From an optimization exercise on the open Yosys and OpenROAD flow, aimed at a short achievable clock period and few clock cycles; shortcuts taken in it are not production practice.
In this exercise RTL edits were held to simulation tests only and were not proved equivalent to the original.
Power and IR drop assume default switching activity.

**flow/run.sh**
```bash
#!/bin/bash
# synth_recipe.tcl (not shown) runs the flow's synth.tcl, then flattens the netlist and writes it again
# the make line also repeats each setting of config.mk as NAME=value (left out here)
make -C /OpenROAD-flow-scripts/flow DESIGN_CONFIG=/design/flow/config.mk WORK_HOME=/design/flow/orfs CLKGATE_MAP_FILE= SYNTH_SCRIPT=/design/flow/synth_recipe.tcl finish
```
**flow/config.mk**
```make
export PLATFORM = sky130hd
export DESIGN_NAME = vm16_top
export DESIGN_NICKNAME = vm16_top
export VERILOG_FILES = /design/flow/design.v
export SDC_FILE = /design/flow/constraint.sdc
export NUM_CORES = 4
export LEC_CHECK = 0
export CAP_MARGIN = 20
export CORE_MARGIN = 2
export CORE_UTILIZATION = 40
export SLEW_MARGIN = 20
```
**flow/constraint.sdc**
```tcl
create_clock -name core_clock -period 11.0 [get_ports {clk}]
set_input_delay 2.2000 -clock core_clock [delete_from_list [all_inputs] [get_ports {clk}]]
set_output_delay 2.2000 -clock core_clock [all_outputs]
set_load 0.01 [all_outputs]
```
**flow/design.v**
```verilog
package vm16_pkg;
    localparam int data_w         = 16;
    localparam int reg_sel_w      = 3;
    localparam int instr_depth    = 64;
    localparam int instr_addr_w   = $clog2(instr_depth);
    localparam int scratch_depth  = 64;
    localparam int scratch_addr_w = $clog2(scratch_depth);
    localparam logic [4:0] sub_or    = 5'd0;
    localparam logic [4:0] sub_xor   = 5'd1;
    localparam logic [4:0] sub_and   = 5'd2;
    localparam logic [4:0] sub_not   = 5'd3;
    localparam logic [4:0] sub_lshft = 5'd4;
    localparam logic [4:0] sub_rshft = 5'd5;
    localparam logic [4:0] sub_add   = 5'd0;
    localparam logic [4:0] sub_sub   = 5'd1;
    typedef enum logic [4:0] {
        op_nop     = 5'd0,
        op_lw      = 5'd1,
        op_sw      = 5'd2,
        op_bit     = 5'd3,
        op_mov     = 5'd4,
        op_movi    = 5'd5,
        op_arith_u = 5'd6,
        op_arith_s = 5'd7,
        op_halt    = 5'd31
    } opcode_e;
    typedef enum logic [4:0] {
        alu_nop, alu_pass_b, alu_or, alu_xor, alu_and, alu_not, alu_lshft,
        alu_rshft, alu_uadd, alu_usub, alu_sadd, alu_ssub, alu_bad
    } alu_op_e;
    typedef enum logic [2:0] {
        st_idle, st_fetch, st_read_d, st_read_a, st_mem, st_wb
    } state_e;
    typedef struct packed {
        opcode_e                opcode;
        logic [reg_sel_w-1:0]   rd;
        logic [reg_sel_w-1:0]   ra;
        logic [4:0]             sub;
    } instr_t;
    typedef struct packed {
        alu_op_e              alu_op;
        logic [reg_sel_w-1:0] rd;
        logic [reg_sel_w-1:0] ra;
        logic [7:0]           imm8;
        logic                 has_imm8;
        logic                 has_we;
        logic                 has_mem;
        logic                 has_mem_we;
        logic                 halt;
    } ctrl_t;
    typedef struct packed {
        logic                    we;
        logic [instr_addr_w-1:0] addr;
        logic [data_w-1:0]       data;
    } prog_t;
    typedef struct packed {
        logic                 valid;
        logic [reg_sel_w-1:0] index;
        logic [data_w-1:0]    data;
    } wb_t;
endpackage
`timescale 1ns/1ns
module vm16_alu (
    input  logic [9:0]  sel,    
    input  logic [15:0] a,
    input  logic [15:0] b,
    input  logic        b_big,  
    input  logic [15:0] ld,
    output logic [15:0] c
);
    logic [15:0] sum;
    logic [15:0] shl;
    logic [15:0] shr;
    assign sum = a + (sel[7] ? ~b : b) + {15'd0, sel[7]};
    assign shl = b_big ? 16'd0 : (a << b[3:0]);
    assign shr = b_big ? 16'd0 : (a >> b[3:0]);
    always_comb begin
        c = 16'd0;
        if (sel[0]) c = c | (a | b);
        if (sel[1]) c = c | (a ^ b);
        if (sel[2]) c = c | (a & b);
        if (sel[3]) c = c | ~b;
        if (sel[4]) c = c | shl;
        if (sel[5]) c = c | shr;
        if (sel[6] | sel[7]) c = c | sum;
        if (sel[8]) c = c | b;
        if (sel[9]) c = c | ld;
    end
endmodule
`timescale 1ns/1ns
module vm16_core (
    input  logic        clk,
    input  logic        reset,
    input  logic        prog_we,
    input  logic [5:0]  prog_addr,
    input  logic [15:0] prog_data,
    input  logic        run,
    output logic        halted,
    output logic        wb_valid,
    output logic [2:0]  wb_index,
    output logic [15:0] wb_data
);
    logic        rst_q;
    logic        pw_q;
    logic [5:0]  pa_q;
    logic [15:0] pd_q;
    logic        run_q;
    always_ff @(posedge clk) begin
        rst_q <= reset;
        pw_q  <= prog_we & ~reset;
        pa_q  <= prog_addr;
        pd_q  <= prog_data;
        run_q <= run & ~reset;
    end
    logic wr_en;
    assign wr_en = pw_q & ~run_q;
    logic [15:0] imem [64];
    logic [63:0] ival;
    always_ff @(posedge clk) begin
        if (wr_en) imem[pa_q] <= pd_q;
    end
    always_ff @(posedge clk) begin
        if (rst_q) ival <= '0;
        else if (wr_en) ival[pa_q] <= 1'b1;
    end
    logic        restart_q;
    logic        flush;
    logic [6:0]  pc;        
    logic        stop;      
    logic        d_v;
    logic [15:0] d_ins;
    logic        e_v;
    logic [9:0]  e_sel;
    logic        e_we, e_sw, e_halt, e_big;
    logic [2:0]  e_rd;
    logic [15:0] e_a, e_b;
    logic        w_v, w_we, w_halt;
    logic [2:0]  w_rd;
    logic [15:0] w_res;
    logic [15:0] regs [8];
    logic [15:0] smem [64];
    logic        done;
    assign flush = rst_q | restart_q;
    logic [4:0] d_op, d_sub;
    logic [2:0] d_rd, d_ra;
    logic       d_bit, d_ar, d_bitok, d_arok;
    logic       d_rda, d_rdb, d_we, d_lw, d_sw, d_halt, d_movi;
    logic [9:0] d_sel;
    assign d_op  = d_ins[15:11];
    assign d_rd  = d_ins[10:8];
    assign d_ra  = d_ins[7:5];
    assign d_sub = d_ins[4:0];
    assign d_bit = (d_op == 5'd3);
    assign d_ar  = (d_op == 5'd6) | (d_op == 5'd7);
    assign d_bitok = d_bit & (d_sub < 5'd6);
    assign d_arok  = d_ar & (d_sub < 5'd2);
    assign d_lw   = (d_op == 5'd1);
    assign d_sw   = (d_op == 5'd2);
    assign d_movi = (d_op == 5'd5);
    assign d_halt = (d_op == 5'd31);
    assign d_we   = d_lw | (d_op == 5'd4) | d_movi | d_bitok | d_arok;
    assign d_rda  = (d_bitok & (d_sub != 5'd3)) | d_arok | d_sw;
    assign d_rdb  = d_lw | d_sw | (d_op == 5'd4) | d_bitok | d_arok;
    assign d_sel[0] = d_bit & (d_sub == 5'd0);
    assign d_sel[1] = d_bit & (d_sub == 5'd1);
    assign d_sel[2] = d_bit & (d_sub == 5'd2);
    assign d_sel[3] = d_bit & (d_sub == 5'd3);
    assign d_sel[4] = d_bit & (d_sub == 5'd4);
    assign d_sel[5] = d_bit & (d_sub == 5'd5);
    assign d_sel[6] = d_ar & (d_sub == 5'd0);
    assign d_sel[7] = d_ar & (d_sub == 5'd1);
    assign d_sel[8] = (d_op == 5'd4) | d_movi;
    assign d_sel[9] = d_lw;
    logic [15:0] d_a, d_b, d_rb;
    assign d_a  = (w_we && w_rd == d_rd) ? w_res : regs[d_rd];
    assign d_rb = (w_we && w_rd == d_ra) ? w_res : regs[d_ra];
    assign d_b  = d_movi ? {8'h00, d_ins[7:0]} : d_rb;
    logic stall;
    assign stall = d_v & e_v & e_we &
                   ((d_rda & (d_rd == e_rd)) | (d_rdb & (d_ra == e_rd)));
    logic [15:0] f_word;
    logic        f_ok;
    logic        fetch;
    assign f_word = imem[pc[5:0]];
    assign f_ok   = ~stop & ~pc[6] & ival[pc[5:0]];
    assign fetch  = f_ok & ~stall;
    logic restart;
    assign restart = wr_en & (({1'b0, pa_q} < pc) | (({1'b0, pa_q} == pc) & fetch));
    always_ff @(posedge clk) begin
        if (rst_q) restart_q <= 1'b0;
        else       restart_q <= restart;
    end
    always_ff @(posedge clk) begin
        if (flush) begin
            pc   <= '0;
            stop <= 1'b0;
            d_v  <= 1'b0;
        end else if (!stall) begin
            d_v <= fetch;
            if (fetch) begin
                d_ins <= f_word;
                pc    <= pc + 7'd1;
                if (f_word[15:11] == 5'd31) stop <= 1'b1;
            end
        end
    end
    always_ff @(posedge clk) begin
        if (flush) begin
            e_v <= 1'b0;
        end else begin
            e_v <= d_v & ~stall;
        end
        if (!stall) begin
            e_sel  <= d_sel;
            e_we   <= d_we;
            e_sw   <= d_sw;
            e_halt <= d_halt;
            e_rd   <= d_rd;
            e_a    <= d_a;
            e_b    <= d_b;
            e_big  <= |d_b[15:4];
        end
    end
    logic [15:0] e_res;
    logic [15:0] e_ld;
    assign e_ld = smem[e_b[5:0]];
    vm16_alu alu_i (
        .sel(e_sel), .a(e_a), .b(e_b), .b_big(e_big), .ld(e_ld), .c(e_res)
    );
    always_ff @(posedge clk) begin
        if (e_v && e_sw) smem[e_b[5:0]] <= e_a;
    end
    always_ff @(posedge clk) begin
        if (flush) begin
            w_v    <= 1'b0;
            w_we   <= 1'b0;
            w_halt <= 1'b0;
        end else begin
            w_v    <= e_v;
            w_we   <= e_v & e_we;
            w_halt <= e_v & e_halt;
        end
        w_rd  <= e_rd;
        w_res <= e_res;
    end
    logic [15:0] fifo_d [64];
    logic [2:0]  fifo_i [64];
    logic [5:0]  wrptr, rdptr;
    always_ff @(posedge clk) begin
        if (flush) begin
            for (int i = 0; i < 8; i++) regs[i] <= 16'(i);
        end else if (w_we) begin
            regs[w_rd] <= w_res;
        end
    end
    always_ff @(posedge clk) begin
        if (w_we) begin
            fifo_d[wrptr] <= w_res;
            fifo_i[wrptr] <= w_rd;
        end
    end
    always_ff @(posedge clk) begin
        if (flush) begin
            wrptr <= '0;
            done  <= 1'b0;
        end else begin
            if (w_we) wrptr <= wrptr + 6'd1;
            if (w_halt) done <= 1'b1;
        end
    end
    logic nonempty, last_one, may_pop, pop, halt_now;
    assign nonempty = (wrptr != rdptr);
    assign last_one = (wrptr == rdptr + 6'd1);
    assign may_pop  = ~restart_q & ~restart;
    assign pop      = run & nonempty & may_pop;
    assign halt_now = run & done & may_pop & (~nonempty | last_one);
    always_ff @(posedge clk) begin
        if (flush) rdptr <= '0;
        else if (pop) rdptr <= rdptr + 6'd1;
    end
    always_ff @(posedge clk) begin
        if (rst_q) begin
            wb_valid <= 1'b0;
            halted   <= 1'b0;
        end else begin
            wb_valid <= pop;
            halted   <= halted | halt_now;
        end
        wb_data  <= fifo_d[rdptr];
        wb_index <= fifo_i[rdptr];
    end
endmodule
`timescale 1ns/1ns
module vm16_top (
    input  logic        clk,
    input  logic        reset,
    input  logic        prog_we,
    input  logic [5:0]  prog_addr,
    input  logic [15:0] prog_data,
    input  logic        run,
    output logic        halted,
    output logic        wb_valid,
    output logic [2:0]  wb_index,
    output logic [15:0] wb_data
);
    vm16_core core_i (
        .clk(clk), .reset(reset), .prog_we(prog_we), .prog_addr(prog_addr),
        .prog_data(prog_data), .run(run), .halted(halted), .wb_valid(wb_valid),
        .wb_index(wb_index), .wb_data(wb_data)
    );
endmodule
```
==> results.cfg, run 1 <==
[global_routing]
grt_pass1_vias = 73209
gr-total-overflow = 0
antenna_found_initial = 12
grt.total_usage = 0.203
grt_max_degree = 128
grt_pass1_wl_um = 535000

[timing]
worst_pin_slew_ps = 1250
hold_violations = 0
relSlewSlack = 0.155
period_minus_slack_ps = 4560
fmax_ghz = 0.219
clock_skew_ps = 56.8
tns_ps = 0
rsz0062_at_grt = no
timing.final.crit_share = 0.414
slew_violations = 0
setup_viol = 0

[yosys]
synthFlopType = edfxtp_1
synthCells = 7191
ys_warn_count = 2
synth_edf_count = 3457
netlist_area_mm2 = 0.144
synth_most_common_cell = edfxtp_1
synth_area_leaders = edfxtp_1, mux4_2, dfxtp_1, mux2i_1, a21oi_1
netlist.area_leader.share = 0.722
ys_seq_area_frac = 0.746
syn_nets = 7278
async_flop_share = 0
avgSynthCellArea_um2 = 20.0
synth-seq-cells = 3630
synth_area_leader_cell = edfxtp_1
yosys.cell_types.count = 73
synth_top_cells_by_count = edfxtp_1, mux4_2, nor2_1

[pwr]
powerDensity_mw_per_mm2 = 204
p_leak_nw = 50.8
peakVddDrop_mv = 0.141

[route]
drt_iter0_markers = 9176
drtAntennaViolNets = 0
drc_errors = 0
detail_route.vias_per_cell = 5.78
vias = 72622
firstDrtPassIters = 8
totalWireLength_um = 374000
wire_per_inst_um = 29.8

[hold_path]
whs_endpoint = core_i.w_rd[2]$_DFF_P_
min-delay-path-class = reg -> reg
hold_depth = 0
holdCritStartpoint = core_i.e_rd[2]$_DFFE_PN_

[floorplan]
io_pins = 47
initial_core_util = 0.401
die-area_mm2 = 0.364
num_rows = 220
die_w_um = 604
core_mm2 = 0.358
die_y_um = 604

[cells_and_area]
drive_above_1_share = 0.252
layout.nets = 7554
stdcell_count = 12558
area_delta_synth_final_pct = 13.8
seq_area_mm2 = 0.107
fin_util = 0.457
fill_cells = 29785
multi_input_area_mm2 = 0.0352

[critical_path]
critPathKind = reg -> reg
worstSetupStartpointType = flip-flop
end_kind = flip-flop
crit_arrival_ps = 5350
cp_top_family = multiplexers
crit_top_cell = mux4_2
ff2ff_setup_slack_ps = 6440
slowest_stage = dfxtp_4
cp_slowest_stage_delay_ps = 960
rr_worst_depth = 6
critPathMaxFanout = 47
worst-path-buf-inv = 2
cp_cell_sequence = buf_4 -> buf_4 -> mux4_2 -> mux4_2 -> mux4_2 -> mux2_2
cp_data_required_time_ps = 11790

[clock_tree]
tritoncts = yes
root_buffer = clkbuf_16
cts_hold_buf = 0
cts.sinks = 3630
cts_setup_buffers = 0
path_clk_slew_ps = 60
cts_made_buffers = 374
h-tree-depth = 5
clock_path_buffers = 4
clk_latency_ps = 950
post_cts_resized = 0

[place]
dpl.hpwl_um = 204000
numPortBuffers = 46
gp_congestion = 0.881
dp_cells = 11863

[run]
drv_cap = 0

[status]
outcome = timing/DRC/antenna clean
cell type report:
class,instances,share of cell area
diodes,3,0.0000459
clock buffers,472,0.0612
clock inverters,219,0.0142
inverters,64,0.00147
multi-input cells,3083,0.215
flip-flops and latches,3630,0.656
well taps,4773,0.0365
repair buffers,314,0.0157
per-stage QoR:
step                      area [um^2]  power [mW]  hold slack, ps  worst slack, ps
after global routing           164000        34.4             451             6030
after global placement         151000        20.9             431             6390
after floorplan                144000        19.3             404             6970
after CTS                      164000        33.6             443             6320
after detailed placement       151000        21.0             428             6320
final                          164000        33.4             437             6440
cell usage in the layout, fill, tap and decap left out, types with 20 or more instances in the layout:
| master | count |
|---|---|
| and2_1 | 136 |
| bufinv_16 | 41 |
| mux2i_1 | 318 |
| clkdlybuf4s50_1 | 46 |
| clkinv_1 | 85 |
| clkinv_2 | 57 |
| ha_1 | 60 |
| dfxtp_2 | 30 |
| o221ai_1 | 83 |
| a21oi_1 | 279 |
| a22oi_1 | 34 |
| xnor2_1 | 33 |
| clkbuf_16 | 378 |
| nor2b_1 | 23 |
| o22ai_1 | 81 |
| nand3_1 | 54 |
| nor2_1 | 275 |
| clkbuf_1 | 74 |
| nand2b_1 | 24 |
| nor2_4 | 48 |
| dfxtp_4 | 22 |
| xor2_1 | 26 |
| dfxtp_1 | 121 |
| nand4_1 | 26 |
| inv_1 | 59 |
| buf_4 | 261 |
| clkbuf_8 | 20 |
| nor2_2 | 44 |
| o21ai_0 | 132 |
| mux2_2 | 94 |
| nand2_1 | 181 |
| nor3_1 | 25 |
| mux4_2 | 891 |
| edfxtp_1 | 3457 |
sequential cells by signal, summed over array words and instances, names as in the netlist, 64 cells and up, named ones only:
name and count:
core_i.smem 1024, core_i.regs 128, core_i.fifo_d 1024, core_i.fifo_i 192
core_i.ival 64, core_i.imem 1024
power breakdown:
| group | leakage [nW] | internal, mW | total, mW | switching [mW] |
|---|---|---|---|---|
| Clock | 5.98 | 7.42 | 12.7 | 5.30 |
| Combinational | 11.5 | 1.91 | 4.59 | 2.68 |
| Sequential | 33.3 | 15.8 | 16.1 | 0.317 |
cell families after synthesis:
logic type               count (synthesis)  share of synthesized area
buffers and inverters                  478                     0.0134
AO/OA/AOI/OAI                          742                     0.0326
flip-flops                            3630                      0.746
XOR/XNOR                                59                    0.00359
AND/OR/NAND/NOR                        918                     0.0300
multiplexers                          1303                      0.169
adder cells (fa/ha/maj)                 61                    0.00536
layer usage:
metal  wire (um)  vias up  GRT usage
li1            -    30238          -
met1      154000    38855      0.283
met2      184000     2976      0.335
met3       26900      553     0.0281
met4       10000        0     0.0541
met5           0        -          0
worst register-to-register path, stage by stage, from the launching register on:
cell and delay [ps]:
dfxtp_4 960, buf_4 690, buf_4 850, mux4_2 670
mux4_2 510, mux4_2 510, mux2_2 280
worst max-delay path by stage:
| stage | from | to | slack (ps) | depth (start not counted) |
|---|---|---|---|---|
| floorplan | core_i.d_ins[13]$_DFFE_PP_ | core_i.e_a[0]$_DFFE_PN_ | 6970 | 4 |
| global placement | flip-flop | flip-flop | 6390 | 6 |
| CTS | flip-flop | flip-flop | 6320 | 6 |
| finish | flip-flop | flip-flop | 6440 | 6 |
| detailed placement | flip-flop | flip-flop | 6320 | 6 |
| global route | flip-flop | flip-flop | 6030 | 6 |
Testbench counts, summed over its fixed seeds: cycles 47,880.
==> run 2, diff against run 1 <==
--- a/flow/design.v
+++ b/flow/design.v
@@ -128,2 +128,3 @@
     logic [6:0]  pc;        
+    logic [63:0] pc_oh;     
     logic        stop;      
@@ -136,2 +137,3 @@
     logic [15:0] e_a, e_b;
+    logic [63:0] e_aoh;     
     logic        w_v, w_we, w_halt;
@@ -183,4 +185,7 @@
     logic        fetch;
-    assign f_word = imem[pc[5:0]];
-    assign f_ok   = ~stop & ~pc[6] & ival[pc[5:0]];
+    always_comb begin
+        f_word = '0;
+        for (int i = 0; i < 64; i++) f_word = f_word | ({16{pc_oh[i]}} & imem[i]);
+    end
+    assign f_ok   = ~stop & |(pc_oh & ival);
     assign fetch  = f_ok & ~stall;
@@ -194,4 +199,5 @@
         if (flush) begin
-            pc   <= '0;
-            stop <= 1'b0;
+            pc    <= '0;
+            pc_oh <= 64'd1;
+            stop  <= 1'b0;
             d_v  <= 1'b0;
@@ -202,2 +208,3 @@
                 pc    <= pc + 7'd1;
+                pc_oh <= {pc_oh[62:0], 1'b0};
                 if (f_word[15:11] == 5'd31) stop <= 1'b1;
@@ -221,2 +228,3 @@
             e_big  <= |d_b[15:4];
+            e_aoh  <= 64'd1 << d_b[5:0];
         end
@@ -225,3 +233,6 @@
     logic [15:0] e_ld;
-    assign e_ld = smem[e_b[5:0]];
+    always_comb begin
+        e_ld = '0;
+        for (int i = 0; i < 64; i++) e_ld = e_ld | ({16{e_aoh[i]}} & smem[i]);
+    end
     vm16_alu alu_i (
@@ -230,3 +241,5 @@
     always_ff @(posedge clk) begin
-        if (e_v && e_sw) smem[e_b[5:0]] <= e_a;
+        for (int i = 0; i < 64; i++) begin
+            if (e_v && e_sw && e_aoh[i]) smem[i] <= e_a;
+        end
     end
@@ -248,2 +261,3 @@
     logic [5:0]  wrptr, rdptr;
+    logic [63:0] wr_oh, rd_oh;
     always_ff @(posedge clk) begin
@@ -256,5 +270,7 @@
     always_ff @(posedge clk) begin
-        if (w_we) begin
-            fifo_d[wrptr] <= w_res;
-            fifo_i[wrptr] <= w_rd;
+        for (int i = 0; i < 64; i++) begin
+            if (w_we && wr_oh[i]) begin
+                fifo_d[i] <= w_res;
+                fifo_i[i] <= w_rd;
+            end
         end
@@ -264,5 +280,9 @@
             wrptr <= '0;
+            wr_oh <= 64'd1;
             done  <= 1'b0;
         end else begin
-            if (w_we) wrptr <= wrptr + 6'd1;
+            if (w_we) begin
+                wrptr <= wrptr + 6'd1;
+                wr_oh <= {wr_oh[62:0], wr_oh[63]};
+            end
             if (w_halt) done <= 1'b1;
@@ -270,2 +290,12 @@
     end
+    logic [15:0] rd_d;
+    logic [2:0]  rd_i;
+    always_comb begin
+        rd_d = '0;
+        rd_i = '0;
+        for (int i = 0; i < 64; i++) begin
+            rd_d = rd_d | ({16{rd_oh[i]}} & fifo_d[i]);
+            rd_i = rd_i | ({3{rd_oh[i]}} & fifo_i[i]);
+        end
+    end
     logic nonempty, last_one, may_pop, pop, halt_now;
@@ -277,4 +307,9 @@
     always_ff @(posedge clk) begin
-        if (flush) rdptr <= '0;
-        else if (pop) rdptr <= rdptr + 6'd1;
+        if (flush) begin
+            rdptr <= '0;
+            rd_oh <= 64'd1;
+        end else if (pop) begin
+            rdptr <= rdptr + 6'd1;
+            rd_oh <= {rd_oh[62:0], rd_oh[63]};
+        end
     end
@@ -288,4 +323,4 @@
         end
-        wb_data  <= fifo_d[rdptr];
-        wb_index <= fifo_i[rdptr];
+        wb_data  <= rd_d;
+        wb_index <= rd_i;
     end
==> flow/flow/run.sh (new file) <==
#!/bin/bash
# Standard ORFS layout, with timing repair asked to reach well past the
# clock period so that the resizer keeps working on the critical paths.
set -euo pipefail
MARGIN=7.5
bash standard.sh SETUP_SLACK_MARGIN=$MARGIN finish > standard_flow.log 2>&1
==> flow/standard.sh (new file) <==
#!/bin/bash
# synth_recipe.tcl (not shown) runs the flow's synth.tcl, then flattens the netlist and writes it again
# the make line also repeats each setting of config.mk as NAME=value (left out here)
make -C /OpenROAD-flow-scripts/flow DESIGN_CONFIG=/design/flow/config.mk WORK_HOME=/design/flow/orfs CLKGATE_MAP_FILE= SYNTH_SCRIPT=/design/flow/synth_recipe.tcl "${@:-finish}"
removed: flow/run.sh
==> run 2 against run 1 <==
  * Cell count increased by 8.6%
  * Critical path depth decreased by 5
  * Register-to-register slack improved by 1000 ps
  * Die area decreased by 0.11%
  * Critical path type is now reg -> out
  * Maximum frequency increased by 24%
  * Highest routed layer is now met5
  * Combinational power decreased by 91%
  * Final area increased by 0.40%
  * Clock skew increased by 66 ps
==> results.cfg, run 2 <==
[status]
outcome = timing/DRC/antenna clean

[global_routing]
grt.total_usage = 0.294
gr-total-overflow = 0
gr-usage-met1 = 0.387
grt_max_degree = 82
antenna_found_initial = 24
busiest_layer = met2
grt_pass1_vias = 85151
use_met3 = 0.0923
grt_pass1_wl_um = 732000
use_met2 = 0.437

[route]
detail_route.vias_per_cell = 6.73
drc_errors = 0
wire_per_inst_um = 40.2
firstDrtPassIters = 8
drtAntennaViolNets = 0
vias = 91754
totalWireLength_um = 549000
drt_iter0_markers = 17061

[critical_path]
critPathKind = reg -> out
cp_cell_sequence = buf_6
cp_data_required_time_ps = 8800
r2r-start = core_i.pc_oh[54]$_SDFFE_PP0P_
ff2ff_setup_slack_ps = 7450
cp_top_family = flip-flops
critical_path_depth = 1
critPathMaxFanout = 1
worst-path-buf-inv = 1
end_kind = output pin
cp_slowest_stage_delay_ps = 440
rr_worst_depth = 8
worstSetupStartpointType = flip-flop
slowest_stage = dfxtp_4
crit_arrival_ps = 1470
r2r_end = core_i.stop$_SDFFE_PP0P_

[clock_tree]
h-tree-depth = 5
clock_path_buffers = 4
clk_latency_ps = 1030
root_buffer = clkbuf_16
cts.sinks = 3874
cts_hold_buf = 0
cts_made_buffers = 386
tritoncts = yes
path_clk_slew_ps = 60

[yosys]
synth-seq-cells = 3874
ys_seq_area_frac = 0.785
synth_area_leader_cell = edfxtp_1
avgSynthCellArea_um2 = 17.4
syn_nets = 8339
ys_warn_count = 5
yosys.cell_types.count = 74
synthFlopType = edfxtp_1
synth_top_cells_by_count = edfxtp_1, a221oi_1, a22o_1
synth_most_common_cell = edfxtp_1
netlist.area_leader.share = 0.736
synth_area_leaders = edfxtp_1, dfxtp_1, a221oi_1, a22o_1, mux2i_1
synth_edf_count = 3521
async_flop_share = 0
netlist_area_mm2 = 0.144
synthCells = 8252

[timing]
setup_viol = 0
fmax_ghz = 0.272
clock_skew_ps = 122
period_minus_slack_ps = 3670
relSlewSlack = 0.173
rsz0062_at_grt = yes
timing.final.crit_share = 0.334
tns_ps = 0
hold_violations = 0
worst_hold_slack_ps = 442
slew_violations = 0
worst_pin_slew_ps = 1240

[hold_path]
min-delay-path-class = reg -> reg
hold_depth = 2
holdCritStartpoint = core_i.w_halt$_SDFF_PP0_
whs_endpoint = core_i.done$_SDFFE_PP0P_

[pwr]
peakVddDrop_mv = 0.202
comb_power_share = 0.013
pwr-share-clk = 0.445
p_leak_nw = 53.7
power.internal_mw = 23.4
pwr-share-seq = 0.542
power_mw = 29.6
powerDensity_mw_per_mm2 = 180
switching_share = 0.207
switching_power_mw = 6.12

[place]
dpl.hpwl_um = 295000
dp_cells = 12878
numPortBuffers = 46
gp_congestion = 0.906

[floorplan]
io_pins = 47
num_rows = 220
die_w_um = 603
die_y_um = 603
core_mm2 = 0.358
initial_core_util = 0.401
die-area_mm2 = 0.364

[run]
drv_cap = 0

[cells_and_area]
fin_util = 0.459
fill_cells = 30212
multi_input_area_mm2 = 0.0290
stdcell_count = 13643
drive_above_1_share = 0.147
area_delta_synth_final_pct = 14.4
seq_area_mm2 = 0.113
final_common_cell = edfxtp_1
layout.nets = 8613
final_cell_mix = edfxtp_1, a221oi_1, a22o_1
run 2: cell count changes in the layout (fill, tap and decap cells not counted), sizes merged, moves of 78 or more:
cell    previous run  this run
a21oi            279       175
a221oi            15       742
a22o              10       730
a22oi             34       207
buf              268       425
dfxtp            173       353
mux2              94        15
mux2i            318       191
mux4             891        69
nand4             26       222
o221ai            83         3
o22ai             81         3
run 2: cell families after synthesis:
kind of cell	synth area share
XOR/XNOR	0.00323
AND/OR/NAND/NOR	0.0476
adder cells (fa/ha/maj)	0.00537
flip-flops	0.785
AO/OA/AOI/OAI	0.116
buffers and inverters	0.0173
multiplexers	0.0253
run 2: how the worst max path moves through the flow:
stage,start,end,slack (ps)
global placement,run,core_i.rd_oh[10]$_SDFFE_PP0P_,6140
global route,core_i.halted$_SDFF_PP0_,halted,7280
finish,core_i.wb_valid$_SDFF_PP0_,wb_valid,7330
detailed placement,run,core_i.rd_oh[46]$_SDFFE_PP0P_,6180
floorplan,core_i.d_ins[13]$_DFFE_PP_,core_i.pc_oh[35]$_SDFFE_PP0P_,7020
CTS,core_i.wb_valid$_SDFF_PP0_,wb_valid,7240
run 2: timing repair:
action	CTS	global route
setup buffers	8	23
endpoints found under the setup margin	300	508
resized for setup	114	38
cloned	0	1
pin swaps	4	16
run 2: area by class of cell:
type / instances / share of cell area
diodes: 16 / 0.000244
clock buffers: 482 / 0.0628
clock inverters: 234 / 0.0132
inverters: 61 / 0.00142
multi-input cells: 3751 / 0.176
flip-flops and latches: 3874 / 0.687
well taps: 4773 / 0.0363
repair buffers: 452 / 0.0228
run 2: power by group through the flow:
stage	clock network [mW]	registers, mW	logic, mW
2_1_floorplan	0	16.4	0.146
3_3_place_gp	0	16.3	0.368
3_5_place_dp	0	16.3	0.379
4_1_cts	13.1	16.0	0.381
5_1_grt	13.7	16.0	0.412
6_report	13.1	16.0	0.398
run 2: through the flow:
step,instance area [um^2],setup slack [ps]
after CTS,164000,7240
after global routing,164000,7280
final,164000,7330
after global placement,151000,6140
after floorplan,144000,7020
after detailed placement,151000,6180
run 2: per-layer routing:
metal	wire length, um	up-vias
li1	-	34766
met1	191000	47039
met2	238000	8282
met3	85900	1643
met4	34000	24
met5	168	-
Testbench counts of run 2, summed over its fixed seeds: cycles 47,880.
==> run 3, diff against run 2 <==
--- a/flow/design.v
+++ b/flow/design.v
@@ -107,2 +107,3 @@
     logic        run_q;
+    logic [63:0] wa_oh;     
     always_ff @(posedge clk) begin
@@ -113,2 +114,3 @@
         run_q <= run & ~reset;
+        wa_oh <= (prog_we & ~run & ~reset) ? (64'd1 << prog_addr) : 64'd0;
     end
@@ -119,3 +121,5 @@
     always_ff @(posedge clk) begin
-        if (wr_en) imem[pa_q] <= pd_q;
+        for (int i = 0; i < 64; i++) begin
+            if (wa_oh[i]) imem[i] <= pd_q;
+        end
     end
@@ -123,3 +127,3 @@
         if (rst_q) ival <= '0;
-        else if (wr_en) ival[pa_q] <= 1'b1;
+        else ival <= ival | wa_oh;
     end
@@ -138,5 +142,5 @@
     logic [63:0] e_aoh;     
-    logic        w_v, w_we, w_halt;
+    logic        w_v, w_we, w_halt, w_lw;
     logic [2:0]  w_rd;
-    logic [15:0] w_res;
+    logic [15:0] w_alu, w_ld, w_res;
     logic [15:0] regs [8];
@@ -190,3 +194,3 @@
     assign f_ok   = ~stop & |(pc_oh & ival);
-    assign fetch  = f_ok & ~stall;
+    assign fetch  = f_ok & ~stall & ~(d_v & d_halt);
     logic restart;
@@ -206,7 +210,6 @@
             if (fetch) begin
-                d_ins <= f_word;
                 pc    <= pc + 7'd1;
                 pc_oh <= {pc_oh[62:0], 1'b0};
-                if (f_word[15:11] == 5'd31) stop <= 1'b1;
             end
+            if (d_v && d_halt) stop <= 1'b1;
         end
@@ -214,2 +217,5 @@
     always_ff @(posedge clk) begin
+        if (!stall) d_ins <= f_word;
+    end
+    always_ff @(posedge clk) begin
         if (flush) begin
@@ -238,3 +244,3 @@
     vm16_alu alu_i (
-        .sel(e_sel), .a(e_a), .b(e_b), .b_big(e_big), .ld(e_ld), .c(e_res)
+        .sel(e_sel), .a(e_a), .b(e_b), .b_big(e_big), .ld(16'd0), .c(e_res)
     );
@@ -256,3 +262,20 @@
         w_rd  <= e_rd;
-        w_res <= e_res;
+        w_alu <= e_res;
+        w_ld  <= e_ld;
+        w_lw  <= e_sel[9];
+    end
+    assign w_res = w_lw ? w_ld : w_alu;
+    logic        x_we, x_halt;
+    logic [2:0]  x_rd;
+    logic [15:0] x_res;
+    always_ff @(posedge clk) begin
+        if (flush) begin
+            x_we   <= 1'b0;
+            x_halt <= 1'b0;
+        end else begin
+            x_we   <= w_we;
+            x_halt <= w_halt;
+        end
+        x_rd  <= w_rd;
+        x_res <= w_res;
     end
@@ -271,5 +294,5 @@
         for (int i = 0; i < 64; i++) begin
-            if (w_we && wr_oh[i]) begin
-                fifo_d[i] <= w_res;
-                fifo_i[i] <= w_rd;
+            if (x_we && wr_oh[i]) begin
+                fifo_d[i] <= x_res;
+                fifo_i[i] <= x_rd;
             end
@@ -283,3 +306,3 @@
         end else begin
-            if (w_we) begin
+            if (x_we) begin
                 wrptr <= wrptr + 6'd1;
@@ -287,3 +310,3 @@
             end
-            if (w_halt) done <= 1'b1;
+            if (x_halt) done <= 1'b1;
         end
==> flow/flow/run.sh (replaced) <==
#!/bin/bash
# Standard ORFS layout, with two changes:
#  - timing repair aims well past the clock period (SETUP_SLACK_MARGIN), so the
#    resizer keeps working on the critical paths;
#  - after placement, the flip-flop that drives each output port's buffer is
#    moved next to that buffer (flow/outflops.tcl) and the placement legalised.
set -euo pipefail
MARGIN=8
RES=orfs/results/$FLOW_PLATFORM/vm16_top/base
bash standard.sh SETUP_SLACK_MARGIN=$MARGIN place > std_place.log 2>&1
PLACE_ODB=$RES/3_place.odb openroad -no_init -exit flow/outflops.tcl > outflops.log 2>&1
bash standard.sh SETUP_SLACK_MARGIN=$MARGIN finish > std_finish.log 2>&1
==> flow/flow/outflops.tcl (new file) <==
# Move the flip-flop that drives each output port's buffer next to that
# buffer, then legalise. Reads and writes the placed design in place.
set db_file $::env(PLACE_ODB)
read_db $db_file
set block [ord::get_db_block]
set moved 0
foreach bterm [$block getBTerms] {
  if {[$bterm getIoType] ne "OUTPUT"} { continue }
  set net [$bterm getNet]
  set buf ""
  foreach it [$net getITerms] {
    if {[$it isOutputSignal]} { set buf [$it getInst] }
  }
  if {$buf eq ""} { continue }
  # the buffer's input net and its driver
  set drv ""
  foreach it [$buf getITerms] {
    if {[$it isInputSignal]} {
      set n2 [$it getNet]
      foreach it2 [$n2 getITerms] {
        if {[$it2 isOutputSignal]} { set drv [$it2 getInst] }
      }
    }
  }
  if {$drv eq ""} { continue }
  set master [[$drv getMaster] getName]
  if {![string match "*df*" $master]} {
    puts "skip [$bterm getName]: driver [$drv getName] is $master"
    continue
  }
  set loc [$buf getLocation]
  set bx [lindex $loc 0]; set by [lindex $loc 1]
  # toward the die centre by a few microns
  set die [$block getDieArea]
  set cx [expr {([$die xMin] + [$die xMax]) / 2}]
  set cy [expr {([$die yMin] + [$die yMax]) / 2}]
  set dx [expr {$cx > $bx ? 4000 : -4000}]
  set dy [expr {$cy > $by ? 2720 : -2720}]
  $drv setLocation [expr {$bx + $dx}] [expr {$by + $dy}]
  incr moved
  puts "moved [$drv getName] ($master) next to [$buf getName] for [$bterm getName]"
}
puts "moved $moved flip-flops"
detailed_placement
check_placement -verbose
write_db $db_file
--- a/flow/config.mk
+++ b/flow/config.mk
@@ -10,2 +10,4 @@
 export CORE_UTILIZATION = 40
+export CTS_CLUSTER_DIAMETER = 100
+export CTS_CLUSTER_SIZE = 30
 export SLEW_MARGIN = 20
==> run 3 against run 2 <==
  * Critical path depth is the same
  * Sequential power rose by 3%
  * Final area shrank 3.6%
  * Setup slack better by 18 ps
  * Combinational power decreased by 1%
  * Clock power is 42% lower
  * Via count increased by 0.52%
  * Sequential cell count increased by 102
  * Area after synthesis up 0.94%
  * Utilization down 2.1 points
  * Wire length grew 2.2%
  * Critical endpoint unchanged
  * Largest cell class unchanged
==> results.cfg, run 3 <==
[timing]
clock_skew_ps = 140
tns_ps = 0
setup_viol = 0
relSlewSlack = 0.144
timing.final.crit_share = 0.332
period_minus_slack_ps = 3650
rsz0062_at_grt = yes
hold_violations = 0
slew_violations = 0
fmax_ghz = 0.274
worst_pin_slew_ps = 1280

[pwr]
switching_power_mw = 5.05
switching_share = 0.207
power_mw = 24.4
comb_power_share = 0.016
pwr-share-clk = 0.311
pwr-share-seq = 0.673
powerDensity_mw_per_mm2 = 154
p_leak_nw = 49.9
power.internal_mw = 19.4
peakVddDrop_mv = 0.115

[yosys]
ys_warn_count = 6
synth_edf_count = 3521
synth_area_leaders = edfxtp_1, dfxtp_1, a221oi_1, a22o_1, nor2_1
netlist.area_leader.share = 0.729
async_flop_share = 0
syn_nets = 8542
synth_top_cells_by_count = edfxtp_1, a221oi_1, a22o_1
synth-seq-cells = 3976
synthFlopType = edfxtp_1
ys_seq_area_frac = 0.792
netlist_area_mm2 = 0.145
yosys.cell_types.count = 65
synthCells = 8459
avgSynthCellArea_um2 = 17.1
synth_most_common_cell = edfxtp_1
synth_area_leader_cell = edfxtp_1

[hold_path]
whs_endpoint = core_i.w_lw$_DFF_P_
min-delay-path-class = reg -> reg
holdCritStartpoint = core_i.e_sel[9]$_DFFE_PN_
hold_depth = 0

[cells_and_area]
area_delta_synth_final_pct = 9.27
final_common_cell = edfxtp_1
final_cell_mix = edfxtp_1, a221oi_1, a22o_1
final_cell_area_mm2 = 0.158
layout.nets = 8568
drive_above_1_share = 0.115

[floorplan]
io_pins = 47
num_rows = 221
initial_core_util = 0.401
die_y_um = 606
die_w_um = 606
core_mm2 = 0.362
die-area_mm2 = 0.367

[clock_tree]
root_buffer = clkbuf_16
h-tree-depth = 4
cts_made_buffers = 159
clock_path_buffers = 4
cts.sinks = 3976
cts_hold_buf = 0
path_clk_slew_ps = 120
tritoncts = yes
clk_latency_ps = 1000

[critical_path]
end_kind = output pin
cp_cell_sequence = buf_6
cp_data_required_time_ps = 8800
worst-path-buf-inv = 1
crit_arrival_ps = 1450
r2r_end = core_i.wb_data[2]$_DFF_P_
r2r-start = core_i.rd_oh[18]$_SDFFE_PP0P_
critPathMaxFanout = 1
critPathKind = reg -> out
ff2ff_setup_slack_ps = 7980
worstSetupStartpointType = flip-flop
slowest_stage = dfxtp_2
cp_slowest_stage_delay_ps = 340
cp_top_family = flip-flops
rr_worst_depth = 5

[status]
outcome = timing/DRC/antenna clean

[route]
drt_iter0_markers = 19333
wire_per_inst_um = 41.9
vias = 92232
detail_route.vias_per_cell = 6.89
drc_errors = 0
totalWireLength_um = 561000
firstDrtPassIters = 6
drtAntennaViolNets = 0

[global_routing]
grt_pass1_vias = 84175
grt_pass1_wl_um = 738000
antenna_found_initial = 23
grt_max_degree = 87
gr-total-overflow = 0
grt.total_usage = 0.296

[place]
place_area_mm2 = 0.152
numPortBuffers = 46
dpl.hpwl_um = 298000
gp_congestion = 0.898

[run]
drv_cap = 0
## run 3: cell families after synthesis
| kind of cell | share of synthesized area |
|---|---|
| compound gates | 0.121 |
| flops | 0.792 |
| buf+inv | 0.0171 |
| mux | 0.0159 |
| fa+ha+maj | 0.00497 |
| simple gates | 0.0453 |
| xor+xnor | 0.00350 |
## run 3: final cells by class
type | count | area (um^2)
Fill cell | 31313 | 203000
Sequential cell | 3976 | 115000
Multi-Input combinational cell | 3841 | 28400
Tap cell | 4794 | 6000
Clock buffer | 245 | 4470
Timing Repair Buffer | 437 | 3880
Clock inverter | 18 | 298
Inverter | 67 | 282
Timing Repair inverter | 3 | 27.5
Antenna cell | 10 | 25.0
## run 3: power groups by stage
stage          registers (mW)  logic, mW  clock network [mW]
4_1_cts                  16.4      0.368                7.55
2_1_floorplan            16.8      0.153                   0
5_1_grt                  16.4      0.405                8.01
3_5_place_dp             16.8      0.355                   0
6_report                 16.4      0.394                7.58
3_3_place_gp             16.8      0.346                   0
## run 3: how the worst max path moves through the flow
stage	end	slack [ps]	start	cells after the start
after floorplan	core_i.rdptr[3]$_SDFFE_PP0P_	7820	run	5
after global placement	core_i.rdptr[5]$_SDFFE_PP0P_	6300	run	5
after detailed placement	core_i.rdptr[3]$_SDFFE_PP0P_	6740	run	5
after CTS	wb_valid	7310	core_i.wb_valid$_SDFF_PP0_	1
after global routing	wb_data[15]	7330	core_i.wb_data[15]$_DFF_P_	1
final	wb_valid	7350	core_i.wb_valid$_SDFF_PP0_	1
## run 3: through the flow
| stage | hold WS, ps | utilization | cells | setup slack (ps) |
|---|---|---|---|---|
| after floorplan | 323 | - | 8459 | 7820 |
| after global placement | 406 | 0.420 | 13052 | 6300 |
| after detailed placement | 399 | 0.420 | 13053 | 6740 |
| after CTS | 423 | 0.436 | 13352 | 7310 |
| after global routing | 438 | 0.438 | 13382 | 7330 |
| final | 429 | 0.438 | 13391 | 7350 |
## run 3: per-layer routing
layer	track usage	wire (um)
met5	0	74
met2	0.437	240000
met1	0.403	197000
met3	0.0791	87300
met4	0.150	36300
## run 3: what timing repair did
item,CTS,global route
resized for setup,217,110
buffers inserted,27,22
pin swaps,11,24
setup endpoints to repair,529,450
cloned,9,6
Testbench counts of run 3, summed over its fixed seeds: cycles 47,880.
==> run 4, diff against run 3 <==
--- a/flow/config.mk
+++ b/flow/config.mk
@@ -9,5 +9,5 @@
 export CORE_MARGIN = 2
-export CORE_UTILIZATION = 40
+export CORE_UTILIZATION = 65
 export CTS_CLUSTER_DIAMETER = 100
-export CTS_CLUSTER_SIZE = 30
+export CTS_CLUSTER_SIZE = 25
 export SLEW_MARGIN = 20
==> run 4 against run 3 <==
  * Still clean on timing, DRC and antenna
  * Clock power grew 2%
  * Via count grew 1.3%
  * Sequential power is essentially flat
  * Non-clock buffer count shrank 8
  * Combinational power grew 3%
  * First-iteration DRC count grew 6.6%
  * Critical endpoint is now halted
  * Highest routed layer unchanged
==> results.cfg, run 4 <==
[route]
totalWireLength_um = 547000
vias = 93469
wire_per_inst_um = 47.0
firstDrtPassIters = 7
detail_route.vias_per_cell = 8.04
drc_errors = 0
drtAntennaViolNets = 0
drt_iter0_markers = 20600

[timing]
clock_skew_ps = 43.0
setup_viol = 0
worst_hold_slack_ps = 364
rsz0062_at_grt = yes
tns_ps = 0
period_minus_slack_ps = 3570
slew_violations = 0
fin_ws_ps = 7430
fmax_ghz = 0.280
worst_pin_slew_ps = 1390
hold_violations = 0
timing.final.crit_share = 0.325
relSlewSlack = 0.0745

[cells_and_area]
fill_cells = 14308
drive_above_1_share = 0.112
seq_area_mm2 = 0.115
layout.nets = 8577
stdcell_count = 11630
area_delta_synth_final_pct = 7.86
final_cell_mix = edfxtp_1, a221oi_1, a22o_1
final_common_cell = edfxtp_1
multi_input_area_mm2 = 0.0283
fin_util = 0.704

[run]
drv_cap = 0

[global_routing]
grt_pass1_wl_um = 723000
grt_max_degree = 79
grt.total_usage = 0.473
grt_pass1_vias = 85231
gr-total-overflow = 0
antenna_found_initial = 50

[yosys]
synthCells = 8459
synth-seq-cells = 3976
synth_top_cells_by_count = edfxtp_1, a221oi_1, a22o_1
synth_area_leaders = edfxtp_1, dfxtp_1, a221oi_1, a22o_1, nor2_1
syn_nets = 8542
ys_seq_area_frac = 0.792
synthFlopType = edfxtp_1
netlist.area_leader.share = 0.729
netlist_area_mm2 = 0.145
yosys.cell_types.count = 65
synth_most_common_cell = edfxtp_1
synth_area_leader_cell = edfxtp_1
synth_edf_count = 3521
ys_warn_count = 6
async_flop_share = 0
avgSynthCellArea_um2 = 17.1

[critical_path]
crit_arrival_ps = 1370
critPathKind = reg -> out
slowest_stage = dfxtp_4
cp_data_required_time_ps = 8800
cp_top_family = flip-flops
critPathMaxFanout = 2
worstSetupStartpointType = flip-flop
end_kind = output pin
cp_cell_sequence = buf_6
worst-path-buf-inv = 1
cp_slowest_stage_delay_ps = 360

[status]
outcome = timing/DRC/antenna clean

[clock_tree]
h-tree-depth = 4
clk_latency_ps = 920
clock_path_buffers = 3
tritoncts = yes
cts_made_buffers = 177
path_clk_slew_ps = 100
cts_hold_buf = 0
root_buffer = clkbuf_16
cts.sinks = 3976

[pwr]
powerDensity_mw_per_mm2 = 157
power.internal_mw = 19.6
switching_power_mw = 4.94
switching_share = 0.201
peakVddDrop_mv = 0.185
pwr-share-seq = 0.669
pwr-share-clk = 0.314
comb_power_share = 0.017
p_leak_nw = 50.0

[floorplan]
core_mm2 = 0.222
die_w_um = 476
io_pins = 47
die-area_mm2 = 0.227
die_y_um = 476
initial_core_util = 0.653
num_rows = 173

[place]
dpl.hpwl_um = 297000
dp_cells = 11231
gp_congestion = 0.917
place_ws_ps = 6860
numPortBuffers = 46

[hold_path]
min-delay-path-class = reg -> reg
run 4: cell counts after synthesis:
Identical to the previous run, type by type.
run 4: power groups by stage:
stage	registers, mW	clock network, mW	logic, mW
final	16.4	7.71	0.405
after global routing	16.4	8.13	0.412
after CTS	16.4	7.64	0.361
after detailed placement	16.8	0	0.355
after global placement	16.8	0	0.347
after floorplan	16.8	0	0.153
run 4: stage by stage:
stage / instance area (um^2) / power [mW]
finish: 156000 / 24.5
global route: 156000 / 25.0
CTS: 155000 / 24.4
detailed placement: 150000 / 17.1
global placement: 150000 / 17.1
floorplan: 145000 / 16.9
run 4: path summary, 6_finish.rpt:
kind	from	to	slack, ps	cells after the start
max reg2reg	core_i.e_aoh[63]$_SDFFCE_PN0N_	core_i.w_ld[6]$_DFF_P_	7830	5
min reg2reg	core_i.e_sel[9]$_DFFE_PN_	core_i.w_lw$_DFF_P_	360	0
max	core_i.halted$_SDFF_PP0_	halted	7430	1
min	core_i.e_sel[9]$_DFFE_PN_	core_i.w_lw$_DFF_P_	360	0
run 4: area by class of cell:
cell class	count	area share
Tap cell	2975	0.0238
Timing Repair inverter	2	0.000128
Timing Repair Buffer	429	0.0238
Inverter	67	0.00178
Clock inverter	11	0.00106
Multi-Input combinational cell	3841	0.181
Antenna cell	29	0.000464
Clock buffer	300	0.0320
Sequential cell	3976	0.736
run 4: cell families after synthesis:
| family | share of synthesized area |
|---|---|
| multiplexers | 0.0159 |
| flip-flops | 0.792 |
| buffers and inverters | 0.0171 |
| AND/OR/NAND/NOR | 0.0453 |
| adder cells (fa/ha/maj) | 0.00497 |
| XOR/XNOR | 0.00350 |
| AO/OA/AOI/OAI | 0.121 |
run 4: per-layer routing:
| metal | GRT usage | vias up | share of wire |
|---|---|---|---|
| met4 | 0.281 | 38 | 0.081 |
| met2 | 0.673 | 9852 | 0.42 |
| met5 | 0 | - | 0.00072 |
| met1 | 0.636 | 46652 | 0.32 |
| li1 | - | 34610 | - |
| met3 | 0.167 | 2317 | 0.18 |
run 4: timing repair:
| item | 4_1_cts | 5_1_grt |
|---|---|---|
| setup buffers | 12 | 29 |
| gates resized for setup | 185 | 112 |
| pin swaps | 2 | 35 |
| setup endpoints to repair | 450 | 461 |
| cloned | 5 | 12 |
==> run 5, diff against run 4 <==
--- a/flow/design.v
+++ b/flow/design.v
@@ -267,16 +267,2 @@
     assign w_res = w_lw ? w_ld : w_alu;
-    logic        x_we, x_halt;
-    logic [2:0]  x_rd;
-    logic [15:0] x_res;
-    always_ff @(posedge clk) begin
-        if (flush) begin
-            x_we   <= 1'b0;
-            x_halt <= 1'b0;
-        end else begin
-            x_we   <= w_we;
-            x_halt <= w_halt;
-        end
-        x_rd  <= w_rd;
-        x_res <= w_res;
-    end
     logic [15:0] fifo_d [64];
@@ -294,5 +280,5 @@
         for (int i = 0; i < 64; i++) begin
-            if (x_we && wr_oh[i]) begin
-                fifo_d[i] <= x_res;
-                fifo_i[i] <= x_rd;
+            if (w_we && wr_oh[i]) begin
+                fifo_d[i] <= w_res;
+                fifo_i[i] <= w_rd;
             end
@@ -306,3 +292,3 @@
         end else begin
-            if (x_we) begin
+            if (w_we) begin
                 wrptr <= wrptr + 6'd1;
@@ -310,3 +296,3 @@
             end
-            if (x_halt) done <= 1'b1;
+            if (w_halt) done <= 1'b1;
         end
--- a/flow/flow/run.sh
+++ b/flow/flow/run.sh
@@ -7,3 +7,3 @@
 set -euo pipefail
-MARGIN=8
+MARGIN=7.5
 RES=orfs/results/$FLOW_PLATFORM/vm16_top/base
--- a/flow/config.mk
+++ b/flow/config.mk
@@ -9,5 +9,3 @@
 export CORE_MARGIN = 2
-export CORE_UTILIZATION = 65
-export CTS_CLUSTER_DIAMETER = 100
-export CTS_CLUSTER_SIZE = 25
+export CORE_UTILIZATION = 40
 export SLEW_MARGIN = 20
==> run 5 against run 4 <==
  * Sequential share of layout area decreased by 4.2 points
  * Still clean on timing, DRC and antenna
  * Area after synthesis decreased by 0.26%
  * Clock skew increased by 73 ps
  * Largest cell class unchanged
  * Register-to-register slack got worse by 370 ps
  * Combinational power increased by 4%
  * Cell count increased by 17%
  * Sequential cell count decreased by 21
  * Final area increased by 5.6%
  * Maximum frequency decreased by 1.6%
  * Utilization decreased by 24 points
==> results.cfg, run 5 <==
[floorplan]
io_pins = 47
die-area_mm2 = 0.366
die_y_um = 605
initial_core_util = 0.402
num_rows = 220
die_w_um = 605
core_mm2 = 0.359

[run]
drv_cap = 0

[status]
outcome = timing/DRC/antenna clean

[clock_tree]
path_clk_slew_ps = 60
tritoncts = yes
h-tree-depth = 5
cts_made_buffers = 393
clk_latency_ps = 1010
clock_path_buffers = 4
root_buffer = clkbuf_16
cts.sinks = 3955

[route]
totalWireLength_um = 555000
drt_iter0_markers = 17975
drtAntennaViolNets = 0
wire_per_inst_um = 40.7
vias = 92604
detail_route.vias_per_cell = 6.78
drc_errors = 0
firstDrtPassIters = 7

[yosys]
avgSynthCellArea_um2 = 17.5
synthCells = 8276
ys_warn_count = 6
async_flop_share = 0
ys_seq_area_frac = 0.791
synth-seq-cells = 3955
synth_area_leaders = edfxtp_1, dfxtp_1, a221oi_1, a22o_1, nor2_1
synth_edf_count = 3521
synth_top_cells_by_count = edfxtp_1, a221oi_1, a22o_1
synth_most_common_cell = edfxtp_1
synthFlopType = edfxtp_1
netlist.area_leader.share = 0.731
netlist_area_mm2 = 0.145
synth_area_leader_cell = edfxtp_1
syn_nets = 8359
yosys.cell_types.count = 73

[critical_path]
cp_data_required_time_ps = 8800
critPathKind = reg -> out
ff2ff_setup_slack_ps = 7460
worstSetupStartpointType = flip-flop
worst-path-buf-inv = 1
end_kind = output pin
rr_worst_depth = 4
slowest_stage = dfxtp_1
crit_arrival_ps = 1430
cp_cell_sequence = buf_2
critPathMaxFanout = 1
r2r-start = core_i.e_aoh[28]$_SDFFCE_PP0N_
startpoint = core_i.wb_valid$_SDFF_PP0_
cp_top_family = flip-flops
cp_slowest_stage_delay_ps = 310
r2r_end = core_i.w_ld[11]$_DFF_P_

[timing]
setup_viol = 0
rsz0062_at_grt = yes
worst_pin_slew_ps = 1240
slew_violations = 0
fmax_ghz = 0.275
period_minus_slack_ps = 3630
relSlewSlack = 0.173
hold_violations = 0
clock_skew_ps = 116
timing.final.crit_share = 0.330
worst_hold_slack_ps = 360
tns_ps = 0

[cells_and_area]
area_delta_synth_final_pct = 14.2
fill_cells = 30505
drive_above_1_share = 0.143
layout.nets = 8616
final_common_cell = edfxtp_1
final_cell_mix = edfxtp_1, a221oi_1, a22o_1

[hold_path]
holdCritStartpoint = core_i.e_sel[9]$_DFFE_PN_
whs_endpoint = core_i.w_lw$_DFF_P_
min-delay-path-class = reg -> reg
hold_depth = 0

[pwr]
powerDensity_mw_per_mm2 = 183
peakVddDrop_mv = 0.151
p_leak_nw = 53.9

[place]
numPortBuffers = 46
dpl.hpwl_um = 296000
gp_congestion = 0.897

[global_routing]
grt.total_usage = 0.296
grt_pass1_vias = 85617
grt_max_degree = 77
gr-total-overflow = 0
antenna_found_initial = 41
grt_pass1_wl_um = 739000
[run 5: cell type report]
class                      count  area, um^2  area share
timing repair buffer         411        3300      0.0200
tap                         4773        5970      0.0362
clock inverter               216        2320      0.0141
antenna                       16        40.0    0.000243
clock buffer                 508       10500      0.0637
inverter                      67         279     0.00169
sequential                  3955      115000       0.694
multi-input combinational   3705       28100       0.170
[run 5: stage by stage]
| stage | area [um^2] | setup WS [ps] | util | instances | power [mW] |
|---|---|---|---|---|---|
| 2_1_floorplan | 145000 | 6140 | - | 8276 | 16.8 |
| 3_3_place_gp | 152000 | 6200 | 0.422 | 12897 | 17.0 |
| 3_5_place_dp | 152000 | 6130 | 0.422 | 12898 | 17.1 |
| 4_1_cts | 165000 | 7230 | 0.458 | 13629 | 30.2 |
| 5_1_grt | 165000 | 7350 | 0.459 | 13636 | 30.8 |
| 6_report | 165000 | 7370 | 0.459 | 13651 | 30.2 |
[run 5: cell families after synthesis]
logic type,Yosys count,share of synthesized area
buf+inv,618,0.0170
simple gates,1356,0.0451
flops,3955,0.791
xor+xnor,56,0.00339
compound gates,1957,0.113
mux,276,0.0253
fa+ha+maj,58,0.00505
[run 5: worst max-delay path by stage]
| stage | endpoint | slack [ps] | depth (start not counted) |
|---|---|---|---|
| 4_1_cts | core_i.e_big$_DFFE_PN_ | 7230 | 7 |
| 2_1_floorplan | core_i.d_ins[0]$_DFFE_PN_ | 6140 | 7 |
| 6_report | wb_valid | 7370 | 1 |
| 3_3_place_gp | core_i.rd_oh[35]$_SDFFE_PP0P_ | 6200 | 6 |
| 3_5_place_dp | core_i.rd_oh[35]$_SDFFE_PP0P_ | 6130 | 6 |
| 5_1_grt | wb_valid | 7350 | 1 |
[run 5: timing repair]
action	CTS	global route
hold buffers	0	0
buffers inserted	4	6
resized for setup	136	67
pin swaps	4	2
gates cloned	3	0
setup endpoints to repair	386	254
[run 5: layer usage]
| metal | vias up | share of wire | routed length, um | track usage |
|---|---|---|---|---|
| li1 | 34641 | - | - | - |
| met1 | 47302 | 0.35 | 195000 | 0.399 |
| met2 | 8834 | 0.42 | 236000 | 0.434 |
| met3 | 1805 | 0.16 | 90100 | 0.0910 |
| met4 | 22 | 0.062 | 34400 | 0.145 |
| met5 | - | 0.00039 | 219 | 0.00157 |
[run 5: power breakdown]
group | switching, mW | total (mW) | internal, mW | leakage [nW]
clock | 5.86 | 13.5 | 7.61 | 6.24
sequential | 0.0480 | 16.3 | 16.3 | 35.9
combinational | 0.328 | 0.420 | 0.0920 | 11.9
total | 6.23 | 30.2 | 24.0 | 53.9
Testbench counts of run 5, summed over its fixed seeds: cycles 47,880.
==> run 6, diff against run 5 <==
--- a/flow/design.v
+++ b/flow/design.v
@@ -267,2 +267,16 @@
     assign w_res = w_lw ? w_ld : w_alu;
+    logic        x_we, x_halt;
+    logic [2:0]  x_rd;
+    logic [15:0] x_res;
+    always_ff @(posedge clk) begin
+        if (flush) begin
+            x_we   <= 1'b0;
+            x_halt <= 1'b0;
+        end else begin
+            x_we   <= w_we;
+            x_halt <= w_halt;
+        end
+        x_rd  <= w_rd;
+        x_res <= w_res;
+    end
     logic [15:0] fifo_d [64];
@@ -280,5 +294,5 @@
         for (int i = 0; i < 64; i++) begin
-            if (w_we && wr_oh[i]) begin
-                fifo_d[i] <= w_res;
-                fifo_i[i] <= w_rd;
+            if (x_we && wr_oh[i]) begin
+                fifo_d[i] <= x_res;
+                fifo_i[i] <= x_rd;
             end
@@ -292,3 +306,3 @@
         end else begin
-            if (w_we) begin
+            if (x_we) begin
                 wrptr <= wrptr + 6'd1;
@@ -296,3 +310,3 @@
             end
-            if (w_halt) done <= 1'b1;
+            if (x_halt) done <= 1'b1;
         end
==> flow/flow/run.sh (replaced) <==
#!/bin/bash
# Standard ORFS layout, with three changes:
#  - timing repair aims well past the clock period (SETUP_SLACK_MARGIN), so the
#    resizer keeps working on the critical paths;
#  - after placement, the flip-flop that drives each output port's buffer is
#    moved next to that buffer (flow/outflops.tcl) and the placement legalised;
#  - the clock tree is built with a finer wire unit and larger sink clusters,
#    which gives a shallower tree (lower insertion delay for every register).
set -euo pipefail
MARGIN=8
CTS="-sink_clustering_enable -repair_clock_nets -sink_clustering_size 20 -sink_clustering_max_diameter 60 -wire_unit 5"
RES=orfs/results/$FLOW_PLATFORM/vm16_top/base
bash standard.sh SETUP_SLACK_MARGIN=$MARGIN place > std_place.log 2>&1
PLACE_ODB=$RES/3_place.odb openroad -no_init -exit flow/outflops.tcl > outflops.log 2>&1
bash standard.sh SETUP_SLACK_MARGIN=$MARGIN "CTS_ARGS=$CTS" finish > std_finish.log 2>&1
--- a/flow/config.mk
+++ b/flow/config.mk
@@ -9,3 +9,3 @@
 export CORE_MARGIN = 2
-export CORE_UTILIZATION = 40
+export CORE_UTILIZATION = 65
 export SLEW_MARGIN = 20
==> run 6 against run 5 <==
  * Still clean on timing, DRC and antenna
  * Clock-buffer cell count fell by 148
  * Cell count fell by 14%
  * Synthesized cell count rose by 2.2%
  * Wire length fell by 0.78%
  * Power fell by 14%
  * First-iteration DRC count rose by 11%
  * Highest routed layer unchanged
==> results.cfg, run 6 <==
[clock_tree]
cts_hold_buf = 0
cts.sinks = 3976
clk_latency_ps = 870
root_buffer = clkbuf_16
tritoncts = yes
h-tree-depth = 4
clock_path_buffers = 3
cts_made_buffers = 225
path_clk_slew_ps = 90

[yosys]
avgSynthCellArea_um2 = 17.1
synth-seq-cells = 3976
synth_edf_count = 3521
ys_seq_area_frac = 0.792
yosys.cell_types.count = 65
netlist.area_leader.share = 0.729
synth_most_common_cell = edfxtp_1
synth_area_leaders = edfxtp_1, dfxtp_1, a221oi_1, a22o_1, nor2_1
async_flop_share = 0
synthCells = 8459
synth_area_leader_cell = edfxtp_1
synth_top_cells_by_count = edfxtp_1, a221oi_1, a22o_1
netlist_area_mm2 = 0.145
ys_warn_count = 6
synthFlopType = edfxtp_1
syn_nets = 8542

[timing]
tns_ps = 0
slew_violations = 0
hold_violations = 0
setup_viol = 0
timing.final.crit_share = 0.320
clock_skew_ps = 133
relSlewSlack = 0.144
worst_pin_slew_ps = 1280
rsz0062_at_grt = yes
period_minus_slack_ps = 3520
fmax_ghz = 0.284

[route]
totalWireLength_um = 551000
vias = 93607
wire_per_inst_um = 47.1
detail_route.vias_per_cell = 8.00
firstDrtPassIters = 8
drtAntennaViolNets = 0
drc_errors = 0
drt_iter0_markers = 20024

[critical_path]
worst-path-buf-inv = 1
cp_cell_sequence = buf_6
ff2ff_setup_slack_ps = 7820
worstSetupStartpointType = flip-flop
cp_slowest_stage_delay_ps = 330
crit_arrival_ps = 1320
critPathKind = reg -> out
slowest_stage = dfxtp_2
end_kind = output pin
critPathMaxFanout = 1
cp_top_family = flip-flops
cp_data_required_time_ps = 8800

[floorplan]
core_mm2 = 0.222
initial_core_util = 0.653
num_rows = 173
io_pins = 47
die_w_um = 476
die_y_um = 476
die-area_mm2 = 0.227

[pwr]
powerDensity_mw_per_mm2 = 164
p_leak_nw = 50.8
peakVddDrop_mv = 0.247

[global_routing]
grt_pass1_vias = 85850
antenna_found_initial = 34
grt_max_degree = 79
gr-total-overflow = 0
grt_pass1_wl_um = 729000
grt.total_usage = 0.476

[cells_and_area]
layout.nets = 8613
final_common_cell = edfxtp_1
drive_above_1_share = 0.120
area_delta_synth_final_pct = 8.99
final_cell_area_mm2 = 0.158
final_cell_mix = edfxtp_1, a221oi_1, a22o_1

[run]
drv_cap = 0

[place]
gp_congestion = 0.917
dpl.hpwl_um = 297000
place_area_mm2 = 0.150
numPortBuffers = 46

[status]
outcome = timing/DRC/antenna clean

[hold_path]
min-delay-path-class = reg -> reg
[run 6: cell count changes in the layout (fill, tap and decap cells not counted), sizes merged, moves of 74 or more]
cell,delta
clkbuf,-142
a21oi,+131
clkinv,-131
mux2i,-129
o21ai,+125
nand3,+74
[run 6: repair_timing]
item	in CTS	in global routing
endpoints found under the setup margin	476	413
resized for setup	188	96
setup buffers	18	12
pin swaps	7	18
gates cloned	5	10
hold endpoints to repair	0	0
[run 6: worst paths after layout]
| kind | startpoint | cells after the start | endpoint |
|---|---|---|---|
| max | core_i.wb_data[15]$_DFF_P_ | 1 | wb_data[15] |
| min | core_i.e_sel[9]$_DFFE_PN_ | 0 | core_i.w_lw$_DFF_P_ |
| max reg2reg | core_i.e_aoh[63]$_SDFFCE_PN0N_ | 5 | core_i.w_ld[2]$_DFF_P_ |
| min reg2reg | core_i.e_sel[9]$_DFFE_PN_ | 0 | core_i.w_lw$_DFF_P_ |
[run 6: cell type report]
type / count / area, um^2
clock buffers: 360 / 6270
repair buffers: 417 / 3620
flip-flops and latches: 3976 / 115000
diodes: 24 / 60.1
fillers: 14124 / 64100
repair inverters: 2 / 22.5
multi-input cells: 3841 / 28300
inverters: 67 / 278
clock inverters: 42 / 684
well taps: 2975 / 3720
[run 6: report_power, final]
| part | internal, mW | switching (mW) | total, mW |
|---|---|---|---|
| Sequential | 16.3 | 0.0802 | 16.4 |
| Clock | 4.06 | 5.10 | 9.16 |
| Combinational | 0.102 | 0.300 | 0.402 |
| Total | 20.5 | 5.48 | 26.0 |
[run 6: routing by layer]
metal	track usage	share of wire	vias to the layer above
met1	0.634	0.32	46820
met4	0.293	0.084	32
li1	-	-	34730
met5	0	0.00070	-
met2	0.677	0.42	9699
met3	0.170	0.18	2326
[run 6: logic make-up after synthesis]
kind of cell,after synthesis,share of synthesized area
flops,3976,0.792
compound gates,2220,0.121
simple gates,1360,0.0453
buf+inv,647,0.0171
mux,141,0.0159
xor+xnor,58,0.00350
fa+ha+maj,57,0.00497
[run 6: through the flow]
stage | cells | hold WS, ps | power, mW | utilization | setup slack, ps
after global routing | 11685 | 467 | 26.4 | 0.711 | 7470
after global placement | 11231 | 337 | 17.1 | 0.674 | 6900
after CTS | 11656 | 454 | 25.9 | 0.708 | 7470
after floorplan | 8459 | 323 | 16.9 | - | 7820
final | 11704 | 451 | 26.0 | 0.712 | 7480
after detailed placement | 11231 | 339 | 17.1 | 0.674 | 6860
Testbench counts of run 6, summed over its fixed seeds: cycles 47,880.

[afterwards: timing with drivers on the ports]
How much do the figures lean on ideal ports? The routed layouts below were timed once more, with nothing changed but the port constraints. Step 1 assumes that a clkbuf_16 drives the clock port and a buf_2 every other input. Step 2 times the ports against the registers' clock, not the clock port: input delays grow and output delays shrink by t, the midpoint of the rising clock arrivals with the driver on. a / b / c = ideal / step 1 / step 2; a / b = the first two.
run | t, ns | setup slack, ns | worst register clock-pin slew, ns | worst slew at a driven data input, ns
run 1 | 1.034 | 6.443 / 6.372 / 6.443 | 0.07 / 0.07 | 0.14
run 2 | 1.065 | 7.329 / 7.221 / 6.581 | 0.07 / 0.07 | 0.07
run 3 | 1.030 | 7.346 / 7.238 / 7.169 | 0.12 / 0.12 | 0.06
run 4 | 0.992 | 7.426 / 7.328 / 7.134 | 0.11 / 0.11 | 0.04
run 5 | 1.056 | 7.367 / 7.264 / 6.779 | 0.07 / 0.07 | 0.07
run 6 | 0.903 | 7.479 / 7.381 / 7.358 | 0.09 / 0.09 | 0.04
After both steps setup and hold are still met in every run listed. For run 2, which loses most, drivers alone change the setup slack by -0.108 ns; drivers and shift together by -0.748 ns.
